This design comes from an exercise in tuning for small area and few clock cycles on the open sky130 flow, not from production work.
Only simulation tests tie the RTL to the original design; equivalence was not proved.
No activity file was given, so power comes from the tool's default toggle rates.

## md5_msg_sched
module md5_msg_sched #(
    parameter logic [31:0] IV_A = 32'h67452301,
    parameter logic [31:0] IV_B = 32'hEFCDAB89,
    parameter logic [31:0] IV_C = 32'h98BADCFE,
    parameter logic [31:0] IV_D = 32'h10325476
) (
    input  logic            clk,
    input  logic            reset,
    input  logic            in_valid,
    input  logic [7:0]      in_data,
    input  logic            in_last,
    output logic            in_ready,
    output logic            core_start,
    output logic [511:0]    core_block,
    output logic [31:0]     core_a,
    output logic [31:0]     core_b,
    output logic [31:0]     core_c,
    output logic [31:0]     core_d,
    input  logic            core_done,
    input  logic [31:0]     core_ra,
    input  logic [31:0]     core_rb,
    input  logic [31:0]     core_rc,
    input  logic [31:0]     core_rd,
    output logic [127:0]    digest,
    output logic            digest_valid,
    output logic [7:0]      hex_data,
    output logic            hex_wren
);
For scale: roughly 2800 cells after synthesis, roughly 720 flip-flops, about 920 I/O pins, roughly 34000 um2 of cells after synthesis.
==> module md5_msg_sched, before the edit <==
module md5_msg_sched #(
    parameter logic [31:0] IV_A = 32'h67452301,
    parameter logic [31:0] IV_B = 32'hEFCDAB89,
    parameter logic [31:0] IV_C = 32'h98BADCFE,
    parameter logic [31:0] IV_D = 32'h10325476
) (
    input  logic            clk,
    input  logic            reset,
    input  logic            in_valid,
    input  logic [7:0]      in_data,
    input  logic            in_last,
    output logic            in_ready,
    output logic            core_start,
    output logic [511:0]    core_block,
    output logic [31:0]     core_a,
    output logic [31:0]     core_b,
    output logic [31:0]     core_c,
    output logic [31:0]     core_d,
    input  logic            core_done,
    input  logic [31:0]     core_ra,
    input  logic [31:0]     core_rb,
    input  logic [31:0]     core_rc,
    input  logic [31:0]     core_rd,
    output logic [127:0]    digest,
    output logic            digest_valid,
    output logic [7:0]      hex_data,
    output logic            hex_wren
);
    typedef enum logic [1:0] {
        ST_INIT  = 2'd0,    
        ST_FILL  = 2'd1,    
        ST_PAD80 = 2'd2,    
        ST_READY = 2'd3     
    } state_t;
    typedef enum logic [1:0] {
        K_NORMAL = 2'd0,    
        K_FIN    = 2'd1,    
        K_PREPAD = 2'd2,    
        K_PAD    = 2'd3     
    } kind_t;
    state_t        state;
    kind_t         kind;
    logic          p63;         
    logic          busy;        
    logic          busy_fin;    
    logic [60:0]   msg_len;     
    logic [511:0]  block;
    logic [31:0]   cha, chb, chc, chd;
    logic          hex_act;
    logic [5:0]    hex_cnt;
    logic          ch_held;     
    logic          accept, issue, clr_all, pad_wr, len_blk;
    logic [5:0]    slot;
    logic          at63;
    assign slot     = msg_len[5:0];
    assign ch_held  = hex_act & (hex_cnt != 6'd32);
    assign issue    = (state == ST_READY) & ~busy & ~ch_held;
    assign in_ready = (state == ST_FILL) | (issue & (kind != K_PREPAD));
    assign accept   = in_valid & in_ready;
    assign at63     = ~issue & (slot == 6'd63);
    assign clr_all  = issue | (state == ST_INIT);
    assign pad_wr   = (state == ST_PAD80);
    assign len_blk  = (kind == K_FIN) | (kind == K_PAD);
    always_ff @(posedge clk or posedge reset) begin
        if (reset) begin
            state    <= ST_INIT;
            kind     <= K_NORMAL;
            p63      <= 1'b0;
            busy     <= 1'b0;
            busy_fin <= 1'b0;
            hex_act  <= 1'b0;
        end else begin
            case (state)
                ST_INIT:  state <= ST_FILL;
                ST_PAD80: state <= ST_READY;
                ST_READY: if (issue) begin
                    if (kind == K_PREPAD) kind  <= K_PAD;
                    else                  state <= ST_FILL;
                end
                default: ;
            endcase
            if (accept) begin
                if (in_last) begin
                    p63   <= at63;
                    kind  <= (issue | (slot <= 6'd54)) ? K_FIN : K_PREPAD;
                    state <= at63 ? ST_READY : ST_PAD80;
                end else if (at63) begin
                    kind  <= K_NORMAL;
                    state <= ST_READY;
                end
            end
            if (issue) begin
                busy     <= 1'b1;
                busy_fin <= len_blk;
            end else if (core_done) begin
                busy     <= 1'b0;
            end
            if (core_done & busy & busy_fin) hex_act <= 1'b1;
            else if (hex_act & (hex_cnt == 6'd32)) hex_act <= 1'b0;
        end
    end
    always_ff @(posedge clk) begin
        if (core_done & busy & busy_fin) hex_cnt <= 6'd0;
        else                             hex_cnt <= hex_cnt + 6'd1;
    end
    always_ff @(posedge clk) begin
        if ((state == ST_INIT) | (issue & len_blk)) msg_len <= {60'd0, accept};
        else if (accept)                             msg_len <= msg_len + 61'd1;
    end
    logic [7:0] bus, bus0;
    assign bus  = clr_all ? 8'h00 : (pad_wr ? 8'h80 : in_data);
    assign bus0 = clr_all ? (accept ? in_data : ((kind == K_PREPAD) & p63 ? 8'h80 : 8'h00))
                          : (pad_wr ? 8'h80 : in_data);
    genvar gi;
    generate
        for (gi = 0; gi < 64; gi++) begin : g_slot
            logic en;
            assign en = clr_all | ((slot == gi) & (accept | pad_wr));
            always_ff @(posedge clk) begin
                if (en) block[8*gi +: 8] <= (gi == 0) ? bus0 : bus;
            end
        end
    endgenerate
    assign core_block = {block[511:451] | (len_blk ? msg_len : 61'd0), block[450:0]};
    function automatic [31:0] add32(input [31:0] x, input [31:0] y);
        reg [31:0] p, pp, gg;
        integer i, j;
        begin
            p  = x ^ y;
            pp = p;
            gg = x & y;
        for (i = 0; i < 5; i = i + 1)
            for (j = 0; j < 32; j = j + 1)
                if ((j >> i) & 1) begin
                    gg[j] = gg[j] | pp[j] & gg[((j >> i) << i) - 1];
                    pp[j] = pp[j] & pp[((j >> i) << i) - 1];
                end
            add32 = p ^ {gg[30:0], 1'b0};
        end
    endfunction
    always_ff @(posedge clk) begin
        if ((state == ST_INIT) | (hex_act & (hex_cnt == 6'd31))) begin
            cha <= IV_A;
            chb <= IV_B;
            chc <= IV_C;
            chd <= IV_D;
        end else if (core_done & busy) begin
            cha <= add32(cha, core_ra);
            chb <= add32(chb, core_rb);
            chc <= add32(chc, core_rc);
            chd <= add32(chd, core_rd);
        end
    end
    assign core_start   = issue;
    assign core_a       = cha;
    assign core_b       = chb;
    assign core_c       = chc;
    assign core_d       = chd;
    assign digest       = {chd, chc, chb, cha};
    assign digest_valid = hex_act & (hex_cnt == 6'd0);
    logic [3:0] hex_nib;
    assign hex_nib  = digest[{hex_cnt[4:1], ~hex_cnt[0], 2'b00} +: 4];
    assign hex_wren = hex_act;
    assign hex_data = hex_cnt[5] ? 8'h0D
                    : ((hex_nib < 4'd10) ? {4'h3, hex_nib} : {4'h6, hex_nib - 4'd9});
endmodule
export LEC_CHECK = 0
export CAP_MARGIN = 20
export CORE_MARGIN = 2
export CORE_UTILIZATION = 40
export SLEW_MARGIN = 20
create_clock -name core_clock -period 6.0 [get_ports {clk}]
standard.sh (not shown) runs the stock make flow with config.mk's settings and CLKGATE_MAP_FILE= SYNTH_SCRIPT=/design/flow/synth_recipe.tcl, a recipe that flattens the netlist after the stock synthesis.
==> flow/flow/run.sh <==
#!/bin/bash
# Standard ORFS layout, with two changes to how it is made:
#  - the port buffers that global placement inserts are the smallest buffer (buf_1) instead of
#    the default pick; every input and output port still gets one;
#  - clock tree: clkbuf_8 buffers, larger sink clusters, no dummy loads.
set -euo pipefail
export BUFFER_PORTS_ARGS="-buffer_cell sky130_fd_sc_hd__buf_1"
export CTS_ARGS="-sink_clustering_enable -repair_clock_nets -buf_list sky130_fd_sc_hd__clkbuf_8 -sink_clustering_size 12 -sink_clustering_max_diameter 45 -dont_use_dummy_load"
bash standard.sh > standard_make.log 2>&1
Testbench counts at the start, summed over its fixed seeds: cycles 18,337.
Edit:
--- a/flow/design.v
+++ b/flow/design.v
@@ -122,22 +122,6 @@
         end
     endgenerate
     assign core_block = {block[511:451] | (len_blk ? msg_len : 61'd0), block[450:0]};
-    function automatic [31:0] add32(input [31:0] x, input [31:0] y);
-        reg [31:0] p, pp, gg;
-        integer i, j;
-        begin
-            p  = x ^ y;
-            pp = p;
-            gg = x & y;
-        for (i = 0; i < 5; i = i + 1)
-            for (j = 0; j < 32; j = j + 1)
-                if ((j >> i) & 1) begin
-                    gg[j] = gg[j] | pp[j] & gg[((j >> i) << i) - 1];
-                    pp[j] = pp[j] & pp[((j >> i) << i) - 1];
-                end
-            add32 = p ^ {gg[30:0], 1'b0};
-        end
-    endfunction
     always_ff @(posedge clk) begin
         if ((state == ST_INIT) | (hex_act & (hex_cnt == 6'd31))) begin
             cha <= IV_A;
@@ -145,10 +129,10 @@
             chc <= IV_C;
             chd <= IV_D;
         end else if (core_done & busy) begin
-            cha <= add32(cha, core_ra);
-            chb <= add32(chb, core_rb);
-            chc <= add32(chc, core_rc);
-            chd <= add32(chd, core_rd);
+            cha <= cha + core_ra;
+            chb <= chb + core_rb;
+            chc <= chc + core_rc;
+            chd <= chd + core_rd;
         end
     end
     assign core_start   = issue;
Result: Synthesized cell count rose by 10%. First-iteration DRC count rose by 36%. Utilization barely changes. Flip-flop and latch count does not change. Design area rose by 3.8%. Clock skew stays flat. Setup slack is worse by 0.42 ns. Power rose by 9.9%. Combinational power rose by about 20%. Area after synthesis rose by 4.1%. Cell count rose by 6.6%. Global-route usage barely changes.
Testbench counts after the change, summed over its fixed seeds: cycles 18,337.


The RTL this note starts from:
==> flow/design.v <==
module md5_msg_sched #(
    parameter logic [31:0] IV_A = 32'h67452301,
    parameter logic [31:0] IV_B = 32'hEFCDAB89,
    parameter logic [31:0] IV_C = 32'h98BADCFE,
    parameter logic [31:0] IV_D = 32'h10325476
) (
    input  logic            clk,
    input  logic            reset,
    input  logic            in_valid,
    input  logic [7:0]      in_data,
    input  logic            in_last,
    output logic            in_ready,
    output logic            core_start,
    output logic [511:0]    core_block,
    output logic [31:0]     core_a,
    output logic [31:0]     core_b,
    output logic [31:0]     core_c,
    output logic [31:0]     core_d,
    input  logic            core_done,
    input  logic [31:0]     core_ra,
    input  logic [31:0]     core_rb,
    input  logic [31:0]     core_rc,
    input  logic [31:0]     core_rd,
    output logic [127:0]    digest,
    output logic            digest_valid,
    output logic [7:0]      hex_data,
    output logic            hex_wren
);
    typedef enum logic [1:0] {
        ST_INIT  = 2'd0,    
        ST_FILL  = 2'd1,    
        ST_PAD80 = 2'd2,    
        ST_READY = 2'd3     
    } state_t;
    typedef enum logic [1:0] {
        K_FIN    = 2'd1,    
        K_PREPAD = 2'd2,    
        K_PAD    = 2'd3     
    } kind_t;
    state_t        state;
    kind_t         kind;
    logic          busy;        
    logic          busy_fin;    
    logic [60:0]   msg_len;     
    logic [503:0]  block;
    logic [31:0]   cha, chb, chc, chd;
    logic          hex_act;
    logic [5:0]    hex_cnt;
    logic          ch_held;     
    logic [11:0]   cy;          
    logic          cy_any;
    logic [6:0]    mcy;         
    logic          mcy_any;
    logic          accept, can_issue, issue_rdy, issue_63, issue, clr_all, pad_wr, len_blk, len_out;
    logic [5:0]    slot;
    logic          at63;
    assign slot      = msg_len[5:0];
    assign at63      = (state == ST_FILL) & (slot == 6'd63);
    assign ch_held   = hex_act & (hex_cnt != 6'd32);
    assign cy_any    = |cy;
    assign can_issue = ~busy & ~ch_held & ~cy_any;
    assign mcy_any   = |mcy;
    assign issue_rdy = (state == ST_READY) & can_issue & ~mcy_any;
    assign in_ready  = ((state == ST_FILL) & (~at63 | can_issue)) | (issue_rdy & (kind != K_PREPAD));
    assign accept    = in_valid & in_ready;
    assign issue_63  = at63 & accept;            
    assign issue     = issue_rdy | issue_63;
    assign clr_all   = issue | (state == ST_INIT);
    assign pad_wr    = (state == ST_PAD80);
    assign len_blk   = (kind == K_FIN) | (kind == K_PAD);
    assign len_out   = (state == ST_READY) & len_blk;
    always_ff @(posedge clk or posedge reset) begin
        if (reset) begin
            state    <= ST_INIT;
            kind     <= K_FIN;
            busy     <= 1'b0;
            busy_fin <= 1'b0;
            hex_act  <= 1'b0;
            cy       <= 12'd0;
            mcy      <= 7'd0;
        end else begin
            case (state)
                ST_INIT:  state <= ST_FILL;
                ST_PAD80: state <= ST_READY;
                ST_READY: if (issue) begin
                    if (kind == K_PREPAD) kind  <= K_PAD;
                    else                  state <= ST_FILL;
                end
                default: ;
            endcase
            if (accept & in_last) begin
                if (at63) begin
                    kind  <= K_PAD;
                    state <= ST_READY;
                end else begin
                    kind  <= (issue_rdy | (slot <= 6'd54)) ? K_FIN : K_PREPAD;
                    state <= ST_PAD80;
                end
            end
            if (issue) begin
                busy     <= 1'b1;
                busy_fin <= len_out;
            end else if (core_done) begin
                busy     <= 1'b0;
            end
            if (core_done & busy & busy_fin) hex_act <= 1'b1;
            else if (hex_act & (hex_cnt == 6'd32)) hex_act <= 1'b0;
            cy  <= cy_nxt;
            mcy <= len_clr ? 7'd0 : mcy_nxt;
        end
    end
    always_ff @(posedge clk) begin
        if (core_done & busy & busy_fin) hex_cnt <= 6'd0;
        else if (~cy_any)                hex_cnt <= hex_cnt + 6'd1;
    end
    logic        len_clr;
    logic [60:0] len_sum;
    logic [6:0]  mcy_nxt;
    assign len_clr = (state == ST_INIT) | (issue & len_out);
    genvar gp, gq;
    generate
        for (gp = 0; gp < 8; gp++) begin : g_lenp
            localparam int LO = 8*gp;
            localparam int W  = (LO + 8 > 61) ? 61 - LO : 8;
            logic [W:0] c;
            assign c[0] = (gp == 0) ? accept : mcy[gp-1];
            for (gq = 0; gq < W; gq++) begin : g_b
                assign len_sum[LO+gq] = msg_len[LO+gq] ^ c[gq];
                assign c[gq+1]        = msg_len[LO+gq] & c[gq];
            end
            if (gp < 7) begin : g_keep
                assign mcy_nxt[gp] = c[W];
            end
        end
    endgenerate
    always_ff @(posedge clk) begin
        if (len_clr) msg_len <= {60'd0, accept};
        else         msg_len <= len_sum;
    end
    logic [7:0] bus, bus0;
    assign bus  = clr_all ? 8'h00 : (pad_wr ? 8'h80 : in_data);
    assign bus0 = clr_all ? (issue_rdy ? (accept ? in_data : 8'h00) : (issue_63 & in_last ? 8'h80 : 8'h00))
                          : (pad_wr ? 8'h80 : in_data);
    genvar gi;
    generate
        for (gi = 0; gi < 63; gi++) begin : g_slot
            logic en;
            assign en = clr_all | ((slot == gi) & (accept | pad_wr));
            always_ff @(posedge clk) begin
                if (en) block[8*gi +: 8] <= (gi == 0) ? bus0 : bus;
            end
        end
    endgenerate
    logic [7:0] top;
    assign top = len_out ? msg_len[60:53] : ((state == ST_READY) ? {slot == 6'd63, 7'd0} : in_data);
    assign core_block = {top, block[503:451] | (len_out ? msg_len[52:0] : 53'd0), block[450:0]};
    logic [127:0] ch_all, r_all, sum_all;
    logic [11:0]  cy_nxt;
    assign ch_all = {chd, chc, chb, cha};
    assign r_all  = {core_rd, core_rc, core_rb, core_ra} & {128{core_done & busy}};
    genvar gw, gb;
    generate
        for (gw = 0; gw < 4; gw++) begin : g_word
            logic [32:0] c;
            for (gb = 0; gb < 32; gb++) begin : g_bit
                logic x, y;
                assign x = ch_all[32*gw + gb];
                assign y = r_all[32*gw + gb];
                if (gb % 8 == 0) begin : g_cin
                    if (gb == 0) begin : g_lsb
                        assign c[gb] = 1'b0;
                    end else begin : g_kept
                        assign c[gb] = cy[3*gw + gb/8 - 1];
                    end
                end
                assign sum_all[32*gw + gb] = x ^ y ^ c[gb];
                if (gb % 8 == 7) begin : g_cout
                    if (gb != 31) begin : g_keep
                        assign cy_nxt[3*gw + gb/8] = (x & y) | (c[gb] & (x | y));
                    end
                end else begin : g_carry
                    assign c[gb+1] = (x & y) | (c[gb] & (x | y));
                end
            end
        end
    endgenerate
    always_ff @(posedge clk) begin
        if ((state == ST_INIT) | (hex_act & (hex_cnt == 6'd31))) begin
            cha <= IV_A;
            chb <= IV_B;
            chc <= IV_C;
            chd <= IV_D;
        end else begin
            {chd, chc, chb, cha} <= sum_all;
        end
    end
    assign core_start   = issue;
    assign core_a       = cha;
    assign core_b       = chb;
    assign core_c       = chc;
    assign core_d       = chd;
    assign digest       = {chd, chc, chb, cha};
    assign digest_valid = hex_act & ~cy_any & (hex_cnt == 6'd0);
    logic [3:0] hex_nib;
    assign hex_nib  = digest[{hex_cnt[4:1], ~hex_cnt[0], 2'b00} +: 4];
    assign hex_wren = hex_act & ~cy_any;
    assign hex_data = hex_cnt[5] ? 8'h0D
                    : ((hex_nib < 4'd10) ? {4'h3, hex_nib} : {4'h6, hex_nib - 4'd9});
endmodule
Settings: LEC_CHECK=0, CAP_MARGIN=0, CORE_MARGIN=2, CORE_UTILIZATION=40, SLEW_MARGIN=0; clock period 6.0 ns.
==> flow/flow/run.sh <==
#!/bin/bash
# Standard ORFS layout, with two changes to how it is made:
#  - the port buffers that global placement inserts are the smallest buffer (buf_1) instead of
#    the default pick; every input and output port still gets one;
#  - clock tree: clkbuf_8 buffers, larger sink clusters, no dummy loads.
set -euo pipefail
export BUFFER_PORTS_ARGS="-buffer_cell sky130_fd_sc_hd__buf_1"
export CTS_ARGS="-sink_clustering_enable -repair_clock_nets -buf_list sky130_fd_sc_hd__clkbuf_8 -sink_clustering_size 16 -sink_clustering_max_diameter 55 -dont_use_dummy_load"
bash standard.sh > standard_make.log 2>&1
The first run completed without violations.
Testbench counts at the start, summed over its fixed seeds: cycles 18,372.
Change:
--- a/flow/design.v
+++ b/flow/design.v
@@ -50,6 +50,4 @@
     logic [11:0]   cy;          
     logic          cy_any;
-    logic [6:0]    mcy;         
-    logic          mcy_any;
     logic          accept, can_issue, issue_rdy, issue_63, issue, clr_all, pad_wr, len_blk, len_out;
     logic [5:0]    slot;
@@ -60,6 +58,5 @@
     assign cy_any    = |cy;
     assign can_issue = ~busy & ~ch_held & ~cy_any;
-    assign mcy_any   = |mcy;
-    assign issue_rdy = (state == ST_READY) & can_issue & ~mcy_any;
+    assign issue_rdy = (state == ST_READY) & can_issue;
     assign in_ready  = ((state == ST_FILL) & (~at63 | can_issue)) | (issue_rdy & (kind != K_PREPAD));
     assign accept    = in_valid & in_ready;
@@ -78,5 +75,4 @@
             hex_act  <= 1'b0;
             cy       <= 12'd0;
-            mcy      <= 7'd0;
         end else begin
             case (state)
@@ -106,6 +102,5 @@
             if (core_done & busy & busy_fin) hex_act <= 1'b1;
             else if (hex_act & (hex_cnt == 6'd32)) hex_act <= 1'b0;
-            cy  <= cy_nxt;
-            mcy <= len_clr ? 7'd0 : mcy_nxt;
+            cy <= cy_nxt;
         end
     end
@@ -114,27 +109,7 @@
         else if (~cy_any)                hex_cnt <= hex_cnt + 6'd1;
     end
-    logic        len_clr;
-    logic [60:0] len_sum;
-    logic [6:0]  mcy_nxt;
-    assign len_clr = (state == ST_INIT) | (issue & len_out);
-    genvar gp, gq;
-    generate
-        for (gp = 0; gp < 8; gp++) begin : g_lenp
-            localparam int LO = 8*gp;
-            localparam int W  = (LO + 8 > 61) ? 61 - LO : 8;
-            logic [W:0] c;
-            assign c[0] = (gp == 0) ? accept : mcy[gp-1];
-            for (gq = 0; gq < W; gq++) begin : g_b
-                assign len_sum[LO+gq] = msg_len[LO+gq] ^ c[gq];
-                assign c[gq+1]        = msg_len[LO+gq] & c[gq];
-            end
-            if (gp < 7) begin : g_keep
-                assign mcy_nxt[gp] = c[W];
-            end
-        end
-    endgenerate
     always_ff @(posedge clk) begin
-        if (len_clr) msg_len <= {60'd0, accept};
-        else         msg_len <= len_sum;
+        if ((state == ST_INIT) | (issue & len_out)) msg_len <= {60'd0, accept};
+        else if (accept)                             msg_len <= msg_len + 61'd1;
     end
     logic [7:0] bus, bus0;
=> Power grows by 11%; fmax grows by 6.9%; cell count grows by 4.4%; setup slack gains 350 ps; final area grows by 1.3%.
Testbench counts after the change, summed over its fixed seeds: cycles 18,372.

==> separate check: timing with driven ports <==
The results above use ideal ports. As a check the final layouts listed here were re-extracted and re-timed, cells and wires unchanged.
Step 1: set_driving_cell puts a clkbuf_16 on clk and a buf_2 on each other input, an assumption about the parent block.
Step 2 also shifts input and output timing later by t, the mid clock arrival at the registers, as if the neighbouring blocks saw the same clock.
Slacks: ideal ports / drivers / drivers and shift; pairs: ideal ports / drivers.
run	t (ns)	setup slack, ns	pins driven straight from the clock port
the first run of note 1	0.734	0.972 / 0.905 / 1.353	1
the second run of note 1	0.771	0.554 / 0.482 / 1.253	1
the first run of note 2	0.679	0.529 / 0.482 / 0.492	1
the second run of note 2	0.689	0.882 / 0.818 / 0.760	1
After both steps setup and hold are still met in every run listed. For the second run of note 2, which loses most, drivers alone change the setup slack by -0.064 ns; drivers and shift together by -0.122 ns.
